This is an optimization exercise on Yosys and OpenROAD, whose aim is small area, a short achievable clock period and few clock cycles per item, not a production implementation.
In this exercise RTL edits were held to simulation tests only and were not proved equivalent to the original.
Power figures rest on the tool's default switching activity, not on a simulated workload.

==> inputs of job 9516 <==
## mul256_op_seq
module mul256_op_seq #(
  parameter int TIMEOUT = 1023
) (
  input  logic              clk,
  input  logic              rst,
  input  logic              cmd_valid,
  output logic              cmd_ready,
  input  logic [mul256_pkg::ADDR_W-1:0] cmd_a,
  input  logic [mul256_pkg::ADDR_W-1:0] cmd_b,
  input  logic [mul256_pkg::ADDR_W-1:0] cmd_dst,
  output logic              busy,
  output logic              done,
  output logic              err,
  output logic              op_read,
  output logic [mul256_pkg::ADDR_W-1:0] op_raddr,
  input  logic [mul256_pkg::OP_W-1:0]   op_rdata,
  output logic              op_write,
  output logic [mul256_pkg::ADDR_W-1:0] op_waddr,
  output logic [mul256_pkg::OP_W-1:0]   op_wdata,
  input  logic              op_wready,
  output logic              mul_start,
  output logic [mul256_pkg::OP_W-1:0]   mul_a,
  output logic [mul256_pkg::OP_W-1:0]   mul_b,
  input  logic              mul_done,
  input  logic [mul256_pkg::PROD_W-1:0] mul_p
);
export LEC_CHECK = 0
export CAP_MARGIN = 20
export CORE_AREA = 10 10 590 590
export DIE_AREA = 0 0 600 600
export PLACE_DENSITY = 0.8
export SETUP_SLACK_MARGIN = 2.0
export SLEW_MARGIN = 20
export SYNTH_HIERARCHICAL = 1
export SYNTH_MINIMUM_KEEP_SIZE = 0
create_clock -name core_clock -period 4.5 [get_ports {clk}]
standard.sh (not shown) runs the stock make flow with config.mk's settings and CLKGATE_MAP_FILE= SYNTH_SCRIPT=/design/flow/synth_recipe.tcl, a recipe that flattens the netlist after the stock synthesis.
==> flow/flow/run.sh <==
#!/bin/bash
# Standard layout, except that
#  - the port buffers are the smallest buffer cell instead of the
#    clock-delay cell buffer_ports picks by default;
#  - each bit's data pins are placed next to each other (flow/pins.tcl).
#  - clock tree synthesis adds no dummy loads.
set -euo pipefail
export BUFFER_PORTS_ARGS="-buffer_cell sky130_fd_sc_hd__buf_1"
export PRE_IO_PLACEMENT_TCL="$PWD/flow/pins.tcl"
export CTS_ARGS="-sink_clustering_enable -repair_clock_nets -dont_use_dummy_load -sink_clustering_size 20 -sink_clustering_max_diameter 60 -sink_clustering_levels 2"
bash standard.sh > standard_flow.log 2>&1
==> flow/flow/pins.tcl <==
for {set i 0} {$i < 260} {incr i} {
  set hi [expr {$i + 260}]
  set_io_pin_constraint -group -order -pin_names [list \
    "mul_b\[$i\]" "op_rdata\[$i\]" "mul_a\[$i\]" \
    "mul_p\[$i\]" "op_wdata\[$i\]" "mul_p\[$hi\]"]
}
==> job 3868 (differences from job 9516) <==
--- a/flow/design.v
+++ b/flow/design.v
@@ -49,18 +49,18 @@
   logic            fb_h_q;           
   logic            fhw_q;            
   logic            fd_q;             
   logic            fs_i_q, fs_h_q;   
   logic            tmo_q;            
   logic            busy_q;
   logic [AW-1:0]   raddr_q, waddr_q;
   logic [OW-1:0]   ra_reg, rh_reg;
-  localparam int NSL = 38;
-  localparam int SLW = (OW + NSL - 1) / NSL;
+  localparam int NSL = 10;
+  localparam int SLW = OW / NSL;
   logic [NSL-1:0]  selw_q, sell_q;
   logic            accept, start, w_done, lo_stall, hi_ok;
   logic            need_a, have_a, hzw, hzh, hzbh, fa_h_n, fb_h_n;
   assign w_done    = jw_q && mul_done;
   assign lo_stall  = w_done && !op_wready;
   assign hi_ok     = fd_q && op_wready;                
   assign start     = fs_i_q || (fs_h_q && op_wready);
   assign cmd_ready = !nv_q || start;
@@ -72,19 +72,18 @@
   assign op_write  = w_done || jl_q || (fhw_q && !(fb_h_q && op_wready));
   assign op_read   = fa_i_q || fb_i_q || (fa_w_q && !mul_done) || fa_h_q ||
                      (fb_h_q && op_wready);
   assign op_raddr  = raddr_q;
   assign op_waddr  = waddr_q;
   for (genvar g = 0; g < NSL; g++) begin : g_wd
     mul256_op_seq_bit u_selw (.clk(clk), .d(!rst && jw_n), .q(selw_q[g]));
     mul256_op_seq_bit u_sell (.clk(clk), .d(!rst && jl_n), .q(sell_q[g]));
-    for (genvar i = g * SLW; i < (g + 1) * SLW && i < OW; i++) begin : g_bit
-      assign op_wdata[i] = selw_q[g] ? mul_p[i] : (sell_q[g] ? ra_reg[i] : rh_reg[i]);
-    end
+    assign op_wdata[g*SLW +: SLW] = selw_q[g] ? mul_p[g*SLW +: SLW] :
+                                    (sell_q[g] ? ra_reg[g*SLW +: SLW] : rh_reg[g*SLW +: SLW]);
   end
   assign mul_a     = ra_reg;
   assign mul_b     = op_rdata;
   always_comb begin
     jw_n = (jw_q && !mul_done && !tmo_q) || start;
     jl_n = (jl_q || w_done) && !op_wready;
     jh_n = (jh_q && !hi_ok) || ((jl_q || w_done) && op_wready);
     jx_n = fhw_q && !op_wready;
==> flow/flow/run.sh (replaced) <==
#!/bin/bash
# Standard layout, except that the port buffers are the smallest buffer cell
# instead of the clock-delay cell buffer_ports picks by default.
set -euo pipefail
export BUFFER_PORTS_ARGS="-buffer_cell sky130_fd_sc_hd__buf_1"
bash standard.sh > standard_flow.log 2>&1
Settings changed: PLACE_DENSITY 0.8 to not set.
removed: flow/flow/pins.tcl
==> job 1549 (differences from job 9516) <==
==> flow/flow/run.sh (replaced) <==
#!/bin/bash
# Standard layout, except that
#  - the port buffers are the smallest buffer cell instead of the
#    clock-delay cell buffer_ports picks by default;
#  - each bit's data pins are placed next to each other (flow/pins.tcl).
#  - clock tree synthesis adds no dummy loads.
set -euo pipefail
export BUFFER_PORTS_ARGS="-buffer_cell sky130_fd_sc_hd__buf_1"
export PRE_IO_PLACEMENT_TCL="$PWD/flow/pins.tcl"
export CTS_ARGS="-sink_clustering_enable -repair_clock_nets -dont_use_dummy_load -sink_clustering_size 20 -sink_clustering_max_diameter 60"
bash standard.sh > standard_flow.log 2>&1
Settings changed: PLACE_DENSITY 0.8 to 0.7, SETUP_SLACK_MARGIN 2.0 to 2.1.
==> qor summary <==
| quantity | job 3868 | job 1549 | job 9516 |
|---|---|---|---|
| Highest Signal Layer | met5 | met4 | met4 |
| Worst reg-to-reg path cell count | 5 | 11 | 12 |
| Number of logic inverters in the finished layout | 34 | 31 | 31 |
| Fraction of layout cells with a size suffix above 1 | 30.92% | 22.84% | 22.57% |
| Placed wire-length estimate after detailed placement | 293400 microns | 85650 microns | 88170 microns |
| Met3 Wirelength | 48830 microns | 9664 microns | 10190 microns |
| Total Power Consumption | 15.75 mW | 12.95 mW | 12.99 mW |
| Proportion of netlist area held by the largest area contributor | 54.28% | 52.28% | 52.28% |
| Vias post-DR | 27664 | 22536 | 23008 |
| Total net switching power | 4.419 mW | 3.166 mW | 3.200 mW |
| Worst Path Max Fanout | 5 | 7 | 4 |
| Status | timing/DRC/antenna clean | timing/DRC/antenna clean | timing/DRC/antenna clean |
| Average vias per placed instance | 3.332 | 2.792 | 2.855 |
| Worst Clk Skew | 0.02514 ns | 0.07217 ns | 0.06377 ns |
| Area Growth Syn to Fin | 64.57% | 42.45% | 42.35% |
| Startpoint of the worst register-to-register path | jw_q$_SDFF_PP0_ | fs_h_q$_SDFF_PP0_ | fs_h_q$_SDFF_PP0_ |
| Share of the synthesized area in compound gates (AO/OA/AOI/OAI) | 5.371% | 5.103% | 5.103% |
| Total clock buffers created by CTS | 88 | 59 | 60 |
| Met1 layer usage reported by global route | 17.26% | 5.645% | 5.844% |
| Sequential Power | 6.58 mW | 7.03 mW | 7.03 mW |
Testbench counts of job 9516, summed over its fixed seeds: cycles 13,465, items 1,600.
Testbench counts of job 3868, summed over its fixed seeds: cycles 13,465, items 1,600.
Testbench counts of job 1549, summed over its fixed seeds: cycles 13,465, items 1,600.

## what the ideal ports hide
In the flow no input, the clock included, has a driving cell. The finished layouts below were timed again as built, in two steps.
Step 1 sets driving cells, clkbuf_16 on the clock port and buf_2 on the other inputs (assumed; they add their load-dependent delay and slew).
Step 2 adds t to the input delays and takes it off the output delays; t is the mean of the earliest and latest rising clock arrival at the registers after step 1. Input paths then give back, and output paths get back, about the clock's delay inside the block.
a / b / c = ideal / step 1 / step 2; a / b = the first two.
run	t, ns	setup WS [ns]	slew at the worst register clock pin (ns)	cell pins on the clock port's net
job 9516	0.785	1.869 / 1.673 / 1.231	0.08 / 0.08	1
job 3868	0.865	1.432 / 1.351 / 1.287	0.07 / 0.07	1
job 1549	0.779	1.868 / 1.777 / 1.251	0.08 / 0.08	1
After both steps setup and hold are still met in every run listed. The setup slack of job 9516, which loses most, moves by -0.196 ns with the drivers and by -0.638 ns with both steps.
